Background: an optimization exercise with open tools, aiming at small area. Do not read the settings as production practice. RTL that was checked went through simulation tests only; none was proved equivalent to the original. The clock port is modelled as an ideal driver; clocking choices that lean on that would not hold on a real chip. Power figures rest on the tool's default switching activity, not on a simulated workload.

## red
// game_of_life_20
module game_of_life_20 (
  input  logic       clk,
  input  logic       rst,
  input  logic       load,
  input  logic       wr_en,
  input  logic [4:0] wr_row,
  input  logic [19:0] wr_data,
  output logic       hsync_out,
  output logic       vsync_out,
  output logic [3:0] red,
  output logic [3:0] green,
  output logic [3:0] blue
);
Size in the first run: about 2,000 cells after synthesis, roughly 840 flip-flops, ~43 I/O pins, ~0.026 mm2 of cells after synthesis.
==> flow/config.mk <==
export PLATFORM = sky130hd
export DESIGN_NAME = game_of_life_20
export DESIGN_NICKNAME = game_of_life_20
export VERILOG_FILES = /design/flow/design.v
export SDC_FILE = /design/flow/constraint.sdc
export NUM_CORES = 4
export LEC_CHECK = 0
export CAP_MARGIN = 20
export CORE_MARGIN = 2
export CORE_UTILIZATION = 75
export PLACE_DENSITY = 0.85
export SLEW_MARGIN = 20
export SYNTH_HIERARCHICAL = 1
export SYNTH_MINIMUM_KEEP_SIZE = 0
==> flow/constraint.sdc <==
create_clock -name core_clock -period 10.0 [get_ports {clk}]
set_input_delay 2.0000 -clock core_clock [delete_from_list [all_inputs] [get_ports {clk}]]
set_output_delay 2.0000 -clock core_clock [all_outputs]
set_load 0.01 [all_outputs]
standard.sh (not shown) runs the stock make flow with config.mk's settings and CLKGATE_MAP_FILE= SYNTH_SCRIPT=/design/flow/synth_recipe.tcl, a recipe that flattens the netlist after the stock synthesis.
==> flow/flow/run.sh <==
#!/bin/bash
# Layout: the standard flow (standard.sh, standard synthesis included) with
# three changes: the clock tree gets no dummy loads added for balancing, each
# port's buffer is the smallest buffer cell, and between clock tree synthesis
# and routing flow/recover.tcl downsizes cells where timing and slew allow.
# Each tool's output goes to a log of its own here: standard_cts.log (make up
# to the clock tree), recover.log (the resizing step), standard.log (make
# from routing to the end); ORFS keeps each step's log under orfs/logs/.
set -euo pipefail
export BUFFER_PORTS_ARGS="-buffer_cell sky130_fd_sc_hd__buf_1"
export CTS_ARGS="-sink_clustering_enable -repair_clock_nets -dont_use_dummy_load -sink_clustering_size 10 -sink_clustering_max_diameter 35 -buf_list sky130_fd_sc_hd__clkbuf_4"
bash standard.sh cts > standard_cts.log 2>&1
RESULTS=$PWD/orfs/results/sky130hd/game_of_life_20/base openroad -no_init -exit flow/recover.tcl > recover.log 2>&1
bash standard.sh > standard.log 2>&1
Other scripts of this flow, unchanged in this note and not shown: flow/flow/recover.tcl
> inputs changed (red -> blue)
--- a/flow/design.v
+++ b/flow/design.v
@@ -108,23 +108,20 @@
   assign w_step = !w_clr && !wr_en && (r_gen == GEN_LAST);
   assign w_mid = r_a[0];
   assign w_up  = (r_lp == 5'd0)  ? '0 : ~r_a[N-1];
   assign w_dn  = (r_lp == 5'd19) ? '0 : ~r_a[1];
   logic [N+1:0] w_cs, w_cc;
   assign w_cs[0] = 1'b0;  assign w_cc[0] = 1'b0;
   assign w_cs[N+1] = 1'b0;  assign w_cc[N+1] = 1'b0;
-  logic [N-1:0] w_h0, w_h1;
   for (genvar c = 0; c < N; c++) begin : g_csum
-    gol_ha  u_ha  (.i_a(w_up[c]), .i_b(w_dn[c]), .o_s(w_h0[c]), .o_co(w_h1[c]));
-    gol_add u_add (.i_h0(w_h0[c]), .i_h1(w_h1[c]), .i_c(w_mid[c]), .o_s(w_cs[c+1]), .o_co(w_cc[c+1]));
+    gol_fa u_fa (.i_a(w_up[c]), .i_b(w_mid[c]), .i_c(w_dn[c]), .o_s(w_cs[c+1]), .o_co(w_cc[c+1]));
   end
   for (genvar c = 0; c < N; c++) begin : g_col
     logic h0, h1, a0, a1, b1, b2;
-    assign h0 = w_h0[c];
-    assign h1 = w_h1[c];
+    gol_ha   u_ha   (.i_a(w_up[c]), .i_b(w_dn[c]), .o_s(h0), .o_co(h1));
     if (c == 0) begin : g_left
       gol_ha u_ha_s (.i_a(w_cs[c+2]), .i_b(h0), .o_s(a0), .o_co(a1));
       gol_ha u_ha_c (.i_a(w_cc[c+2]), .i_b(h1), .o_s(b1), .o_co(b2));
     end else if (c == N - 1) begin : g_right
       gol_ha u_ha_s (.i_a(w_cs[c]), .i_b(h0), .o_s(a0), .o_co(a1));
       gol_ha u_ha_c (.i_a(w_cc[c]), .i_b(h1), .o_s(b1), .o_co(b2));
     end else begin : g_mid
@@ -328,24 +325,14 @@
   input  logic i_c,
   output logic o_s,
   output logic o_co
 );
   assign o_s  = i_a ^ i_b ^ i_c;
   assign o_co = (i_a & i_b) | (i_a & i_c) | (i_b & i_c);
 endmodule
-module gol_add (
-  input  logic i_h0,
-  input  logic i_h1,
-  input  logic i_c,
-  output logic o_s,
-  output logic o_co
-);
-  assign o_s  = i_h0 ^ i_c;
-  assign o_co = i_h1 | (i_h0 & i_c);
-endmodule
 module gol_ha (
   input  logic i_a,
   input  logic i_b,
   output logic o_s,
   output logic o_co
 );
   assign o_s  = i_a ^ i_b;
--- outcome ---
Compared red against blue; die extent in y within noise. Cell area power density of blue is on par with red. Sequential share of layout area: blue vs red — no meaningful difference. Going from red to blue, count of plain and timing-repair buffers decreased about 1.4%; cell total after placement decreased 22; area after synthesis essentially unchanged. In terms of count of non-CTS inverters in the layout, red and blue differ only marginally. Going from red to blue, the post-synthesis adder-cell area fraction was found to have gone up by 0.57 points. The number of violations of the max-capacitance limit on blue is in line with that on red. Higher worst setup slack goes to red over blue. blue: global-route wire length before repair lower than red. Summary of blue over red: simple-gate portion of the synthesized area lower; final period utilization higher; peak ir drop on the vdd network lower.
The RTL of blue was laid out without a check of its function.

* * *

The RTL this note starts from:
==> flow/design.v <==
package gol_pkg;
  localparam int GRID_N_DEF = 20;
  localparam int H_VIS   = 640;
  localparam int H_FP    = 16;
  localparam int H_SYNC  = 96;
  localparam int H_BP    = 48;
  localparam int H_TOTAL = H_VIS + H_FP + H_SYNC + H_BP;
  localparam int V_VIS   = 480;
  localparam int V_FP    = 10;
  localparam int V_SYNC  = 2;
  localparam int V_BP    = 33;
  localparam int V_TOTAL = V_VIS + V_FP + V_SYNC + V_BP;
  localparam int CW = 10;
  localparam logic [CW-1:0] H_VIS_END  = CW'(H_VIS);
  localparam logic [CW-1:0] H_SYNC_BEG = CW'(H_VIS + H_FP);
  localparam logic [CW-1:0] H_SYNC_END = CW'(H_VIS + H_FP + H_SYNC);
  localparam logic [CW-1:0] H_LAST     = CW'(H_TOTAL - 1);
  localparam logic [CW-1:0] V_VIS_END  = CW'(V_VIS);
  localparam logic [CW-1:0] V_SYNC_BEG = CW'(V_VIS + V_FP);
  localparam logic [CW-1:0] V_SYNC_END = CW'(V_VIS + V_FP + V_SYNC);
  localparam logic [CW-1:0] V_LAST     = CW'(V_TOTAL - 1);
  localparam logic [CW-1:0] GRID_X0 = CW'(160);
  localparam logic [CW-1:0] GRID_Y0 = CW'(80);
  localparam logic [CW-1:0] GRID_X1 = CW'(480);
  localparam logic [CW-1:0] GRID_Y1 = CW'(400);
  typedef struct packed {
    logic [3:0] r;
    logic [3:0] g;
    logic [3:0] b;
  } rgb_t;
  localparam rgb_t RGB_LIVE = 12'hFFF;
  localparam rgb_t RGB_DEAD = 12'h002;
  localparam rgb_t RGB_OFF  = 12'h000;
  typedef logic [GRID_N_DEF-1:0][GRID_N_DEF-1:0] grid_t;
  localparam grid_t SEED_GRID = 400'h00000000000000000000000000000000000000000000000e0000000000000000000000000000000000000000070000400002;
endpackage
import gol_pkg::*;
module vga_timing (
  input  logic          i_clk,
  input  logic          i_rst,
  output logic [4:0]    o_hc,
  output logic [4:0]    o_vr,
  output logic          o_hsync,
  output logic          o_vsync,
  output logic          o_in_win
);
  localparam logic [CW-1:0] H_RST  = CW'(H_TOTAL - int'(GRID_X0));
  localparam logic [CW-1:0] H_WRAP = CW'(H_TOTAL - 1);
  localparam logic [CW-1:0] H_LINE = CW'(H_TOTAL - 1 - int'(GRID_X0));
  localparam logic [CW-1:0] HS_BEG = CW'(int'(H_SYNC_BEG) - int'(GRID_X0));
  localparam logic [CW-1:0] HS_END = CW'(int'(H_SYNC_END) - int'(GRID_X0));
  localparam logic [CW-1:0] H_WIN  = CW'(int'(GRID_X1) - int'(GRID_X0));
  localparam logic [CW-1:0] V_RST  = CW'(V_TOTAL - int'(GRID_Y0));
  localparam logic [CW-1:0] V_WRAP = CW'(V_TOTAL - 1);
  localparam logic [CW-1:0] VS_BEG = CW'(int'(V_SYNC_BEG) - int'(GRID_Y0));
  localparam logic [CW-1:0] VS_END = CW'(int'(V_SYNC_END) - int'(GRID_Y0));
  localparam logic [CW-1:0] V_WIN  = CW'(int'(GRID_Y1) - int'(GRID_Y0));
  logic          r_div;
  logic [CW-1:0] r_h, r_v;
  always_ff @(posedge i_clk) begin
    if (i_rst) begin
      r_div <= 1'b0;
      r_h   <= H_RST;
      r_v   <= V_RST;
    end else begin
      r_div <= !r_div;
      if (r_div) begin
        r_h <= (r_h == H_WRAP) ? '0 : r_h + 1'b1;
        if (r_h == H_LINE) r_v <= (r_v == V_WRAP) ? '0 : r_v + 1'b1;
      end
    end
  end
  assign o_hc     = r_h[8:4];
  assign o_vr     = r_v[8:4];
  assign o_hsync  = !((r_h >= HS_BEG) && (r_h < HS_END));
  assign o_vsync  = !((r_v >= VS_BEG) && (r_v < VS_END));
  assign o_in_win = (r_h < H_WIN) && (r_v < V_WIN);
endmodule
import gol_pkg::*;
module game_of_life_20 (
  input  logic       clk,
  input  logic       rst,
  input  logic       load,
  input  logic       wr_en,
  input  logic [4:0] wr_row,
  input  logic [19:0] wr_data,
  output logic       hsync_out,
  output logic       vsync_out,
  output logic [3:0] red,
  output logic [3:0] green,
  output logic [3:0] blue
);
  localparam int N = GRID_N_DEF;
  localparam logic [7:0] GEN_LAST = 8'h05;
  logic [N-1:0][N-1:0] r_a;         
  logic [N-1:1][N-1:0] r_bn;        
  logic [N-2:1]        r_ok;        
  logic [4:0]          r_lp;        
  logic [7:0]          r_gen;       
  logic [N-1:0]        r_rb, r_nb;  
  logic                w_clr, w_step, w_wr;
  logic [N-1:0]        w_up, w_mid, w_dn, w_next;
  logic [N-1:0]        w_wsel;
  logic [5:0]          w_tsum;
  logic [4:0]          w_tgt;
  assign w_clr  = rst || load;
  assign w_wr   = wr_en && (wr_row < 5'd20);
  assign w_step = !w_clr && !wr_en && (r_gen == GEN_LAST);
  assign w_mid = r_a[0];
  assign w_up  = (r_lp == 5'd0)  ? '0 : ~r_a[N-1];
  assign w_dn  = (r_lp == 5'd19) ? '0 : ~r_a[1];
  logic [N+1:0] w_cs, w_cc;
  assign w_cs[0] = 1'b0;  assign w_cc[0] = 1'b0;
  assign w_cs[N+1] = 1'b0;  assign w_cc[N+1] = 1'b0;
  for (genvar c = 0; c < N; c++) begin : g_csum
    gol_fa u_fa (.i_a(w_up[c]), .i_b(w_mid[c]), .i_c(w_dn[c]), .o_s(w_cs[c+1]), .o_co(w_cc[c+1]));
  end
  for (genvar c = 0; c < N; c++) begin : g_col
    logic a0, a1, b1, b2;
    gol_fa   u_fa_s (.i_a(w_cs[c]), .i_b(w_cs[c+1]), .i_c(w_cs[c+2]), .o_s(a0), .o_co(a1));
    gol_fa   u_fa_c (.i_a(w_cc[c]), .i_b(w_cc[c+1]), .i_c(w_cc[c+2]), .o_s(b1), .o_co(b2));
    gol_rule u_rule (.i_a0(a0), .i_a1(a1), .i_b1(b1), .i_b2(b2), .i_mid(w_mid[c]), .o_next(w_next[c]));
  end
  assign w_tsum = 6'(wr_row) + 6'd19 - 6'(r_lp);
  assign w_tgt  = (w_tsum >= 6'd20) ? 5'(w_tsum - 6'd20) : 5'(w_tsum);
  for (genvar k = 0; k < N; k++) begin : g_wsel
    assign w_wsel[k] = w_wr && (w_tgt == 5'(k));
  end
  localparam logic [N*N-1:0] SEED_FLAT = SEED_GRID;
  logic [31:0][N-1:0] w_seed;
  for (genvar k = 0; k < 32; k++) begin : g_seed
    if (k < N) begin : g_row
      assign w_seed[k] = SEED_FLAT[k*N +: N];
    end else begin : g_none
      assign w_seed[k] = '0;
    end
  end
  logic [N-1:0][N-1:0] w_ad;
  for (genvar k = 0; k < N; k++) begin : g_ad
    assign w_ad[k] = rst ? '0 : load ? w_seed[k] : wr_data;
  end
  logic [N-1:0] w_sh0n, w_sh19;
  assign w_sh0n = (r_ok[1] && !w_step) ? r_a[1] : r_bn[1];
  assign w_sh19 = w_step ? w_next : r_a[0];
  for (genvar k = 0; k < N; k++) begin : g_ra
    gol_ring_row u_row (
      .i_clk(clk),
      .i_sel(w_clr || w_wsel[k]),
      .i_d  ((k % 2 == 0) ? ~w_ad[k] : w_ad[k]),
      .i_sh ((k == 0) ? w_sh0n : (k == N - 1) ? w_sh19 : r_a[k+1]),
      .o_q  (r_a[k])
    );
  end
  always_ff @(posedge clk) begin
    for (int k = 1; k < N - 1; k++) begin
      if (w_clr || w_wsel[k]) r_ok[k] <= 1'b1;
      else if (w_step)        r_ok[k] <= 1'b0;
      else if (k == N - 2)    r_ok[k] <= 1'b1;
      else                    r_ok[k] <= r_ok[k+1];
    end
    for (int k = 1; k < N - 1; k++) r_bn[k] <= r_bn[k+1];
    r_bn[N-1] <= ~w_next;
    if (w_clr)                  r_lp <= 5'd0;
    else if (r_lp == 5'd19)     r_lp <= 5'd0;
    else                        r_lp <= r_lp + 5'd1;
    if (w_clr || wr_en || w_step) r_gen <= '0;
    else                          r_gen <= {r_gen[6:0], !(r_gen[7] ^ r_gen[5] ^ r_gen[4] ^ r_gen[3])};
  end
  logic          w_hs, w_vs, w_in_win;
  logic [4:0]    w_vr, w_hc;
  vga_timing u_vga (
    .i_clk   (clk),
    .i_rst   (rst),
    .o_hc    (w_hc),
    .o_vr    (w_vr),
    .o_hsync (w_hs),
    .o_vsync (w_vs),
    .o_in_win(w_in_win)
  );
  always_ff @(posedge clk) begin
    if (r_lp == w_vr) r_nb <= w_next;
    if (load)                         r_rb <= w_seed[w_vr];
    else if (wr_en && wr_row == w_vr) r_rb <= wr_data;
    else if (w_step)                  r_rb <= r_nb;
    else if (r_lp == w_vr)            r_rb <= r_a[0];
  end
  logic r_live, r_win;
  always_ff @(posedge clk) begin
    if (rst) begin
      hsync_out <= 1'b1;
      vsync_out <= 1'b1;
      r_live    <= 1'b0;
      r_win     <= 1'b0;
    end else begin
      hsync_out <= w_hs;
      vsync_out <= w_vs;
      r_live    <= w_in_win && r_rb[w_hc];
      r_win     <= w_in_win;
    end
  end
  assign red   = {4{r_live}};
  assign green = {4{r_live}};
  assign blue  = {r_live, r_live, r_win, r_live};
endmodule
module gol_ring_row (
  input  logic        i_clk,
  input  logic        i_sel,
  input  logic [19:0] i_d,
  input  logic [19:0] i_sh,
  output logic [19:0] o_q
);
  always_ff @(posedge i_clk) o_q <= ~(i_sel ? i_d : i_sh);
endmodule
module gol_fa (
  input  logic i_a,
  input  logic i_b,
  input  logic i_c,
  output logic o_s,
  output logic o_co
);
  assign o_s  = i_a ^ i_b ^ i_c;
  assign o_co = (i_a & i_b) | (i_a & i_c) | (i_b & i_c);
endmodule
module gol_rule (
  input  logic i_a0,
  input  logic i_a1,
  input  logic i_b1,
  input  logic i_b2,
  input  logic i_mid,
  output logic o_next
);
  logic w_x;
  assign w_x    = i_a1 ^ i_b1;
  assign o_next = i_a0 ? (!i_b2 && w_x) : (i_mid && !w_x && (i_a1 ^ i_b2));
endmodule
Settings: LEC_CHECK=0, CAP_MARGIN=20, CORE_MARGIN=2, CORE_UTILIZATION=60, CTS_BUF_LIST=sky130_fd_sc_hd__clkbuf_4, CTS_CLUSTER_DIAMETER=30, CTS_CLUSTER_SIZE=8, PLACE_DENSITY=0.7, SLEW_MARGIN=20, SYNTH_HIERARCHICAL=1, SYNTH_MINIMUM_KEEP_SIZE=0; clock period 10.0 ns.
run.sh (not shown) runs the stock make flow with config.mk's settings and CLKGATE_MAP_FILE= SYNTH_SCRIPT=/design/flow/synth_recipe.tcl, a recipe that flattens the netlist after the stock synthesis.
Stock flow here: none of the scripts above is used.
The starting point produced a clean layout.
==> next run, changes <==
--- a/flow/design.v
+++ b/flow/design.v
@@ -88,13 +88,12 @@
   output logic       vsync_out,
   output logic [3:0] red,
   output logic [3:0] green,
   output logic [3:0] blue
 );
   localparam int N = GRID_N_DEF;
-  localparam logic [7:0] GEN_LAST = 8'h05;
   logic [N-1:0][N-1:0] r_a;         
   logic [N-1:1][N-1:0] r_bn;        
   logic [N-2:1]        r_ok;        
   logic [4:0]          r_lp;        
   logic [7:0]          r_gen;       
   logic [N-1:0]        r_rb, r_nb;  
@@ -102,13 +101,13 @@
   logic [N-1:0]        w_up, w_mid, w_dn, w_next;
   logic [N-1:0]        w_wsel;
   logic [5:0]          w_tsum;
   logic [4:0]          w_tgt;
   assign w_clr  = rst || load;
   assign w_wr   = wr_en && (wr_row < 5'd20);
-  assign w_step = !w_clr && !wr_en && (r_gen == GEN_LAST);
+  assign w_step = !w_clr && !wr_en && (r_gen == 8'd199);
   assign w_mid = r_a[0];
   assign w_up  = (r_lp == 5'd0)  ? '0 : ~r_a[N-1];
   assign w_dn  = (r_lp == 5'd19) ? '0 : ~r_a[1];
   logic [N+1:0] w_cs, w_cc;
   assign w_cs[0] = 1'b0;  assign w_cc[0] = 1'b0;
   assign w_cs[N+1] = 1'b0;  assign w_cc[N+1] = 1'b0;
@@ -123,24 +122,15 @@
   end
   assign w_tsum = 6'(wr_row) + 6'd19 - 6'(r_lp);
   assign w_tgt  = (w_tsum >= 6'd20) ? 5'(w_tsum - 6'd20) : 5'(w_tsum);
   for (genvar k = 0; k < N; k++) begin : g_wsel
     assign w_wsel[k] = w_wr && (w_tgt == 5'(k));
   end
-  localparam logic [N*N-1:0] SEED_FLAT = SEED_GRID;
-  logic [31:0][N-1:0] w_seed;
-  for (genvar k = 0; k < 32; k++) begin : g_seed
-    if (k < N) begin : g_row
-      assign w_seed[k] = SEED_FLAT[k*N +: N];
-    end else begin : g_none
-      assign w_seed[k] = '0;
-    end
-  end
   logic [N-1:0][N-1:0] w_ad;
   for (genvar k = 0; k < N; k++) begin : g_ad
-    assign w_ad[k] = rst ? '0 : load ? w_seed[k] : wr_data;
+    assign w_ad[k] = rst ? '0 : load ? SEED_GRID[k] : wr_data;
   end
   logic [N-1:0] w_sh0n, w_sh19;
   assign w_sh0n = (r_ok[1] && !w_step) ? r_a[1] : r_bn[1];
   assign w_sh19 = w_step ? w_next : r_a[0];
   for (genvar k = 0; k < N; k++) begin : g_ra
     gol_ring_row u_row (
@@ -161,13 +151,13 @@
     for (int k = 1; k < N - 1; k++) r_bn[k] <= r_bn[k+1];
     r_bn[N-1] <= ~w_next;
     if (w_clr)                  r_lp <= 5'd0;
     else if (r_lp == 5'd19)     r_lp <= 5'd0;
     else                        r_lp <= r_lp + 5'd1;
     if (w_clr || wr_en || w_step) r_gen <= '0;
-    else                          r_gen <= {r_gen[6:0], !(r_gen[7] ^ r_gen[5] ^ r_gen[4] ^ r_gen[3])};
+    else                          r_gen <= r_gen + 8'd1;
   end
   logic          w_hs, w_vs, w_in_win;
   logic [4:0]    w_vr, w_hc;
   vga_timing u_vga (
     .i_clk   (clk),
     .i_rst   (rst),
@@ -176,13 +166,14 @@
     .o_hsync (w_hs),
     .o_vsync (w_vs),
     .o_in_win(w_in_win)
   );
   always_ff @(posedge clk) begin
     if (r_lp == w_vr) r_nb <= w_next;
-    if (load)                         r_rb <= w_seed[w_vr];
+    if (rst)                          r_rb <= '0;
+    else if (load)                    r_rb <= (w_vr < 5'd20) ? SEED_GRID[w_vr] : '0;
     else if (wr_en && wr_row == w_vr) r_rb <= wr_data;
     else if (w_step)                  r_rb <= r_nb;
     else if (r_lp == w_vr)            r_rb <= r_a[0];
   end
   logic r_live, r_win;
   always_ff @(posedge clk) begin
What happened: The changed run ran to the end with no violations. Wire length falls by 2.8%. Die area is about the same. Cell count rises by 1.4%. Critical path depth falls by 2. Non-clock buffer count falls by 2. Flip-flop and latch count is unchanged. Synthesized area stays flat. Hold slack is about the same. Worst setup slack improves by 0.090 ns.
No functional check of the RTL was part of the second run of this note.

==> re-timing with driven ports <==
No port has a modelled driver above. Below, the same layouts with a new extraction and two added sets of constraints.
Step 1 sets driving cells, clkbuf_16 on the clock port and buf_2 on the other inputs (assumed; they add their load-dependent delay and slew).
Step 2 times the ports against the registers' clock, not the clock port: input delays grow and output delays shrink by t, the midpoint of the rising clock arrivals with the driver on.
a / b / c = no drivers / after step 1 / after step 2; a / b = the first two.
run | shift t [ns] | slack for setup (ns) | slew at the worst register clock pin (ns)
red | 0.843 | 3.546 / 3.578 / 2.735 | 0.11 / 0.11
blue | 0.804 | 3.500 / 3.528 / 2.724 | 0.11 / 0.11
the first run of note 2 | 1.058 | 4.233 / 4.261 / 3.203 | 0.10 / 0.10
the second run of note 2 | 1.070 | 4.323 / 4.345 / 3.275 | 0.09 / 0.09
After both steps every run listed still meets setup and hold. For the second run of note 2, which loses most, drivers alone change the setup slack by +0.022 ns; drivers and shift together by -1.048 ns.
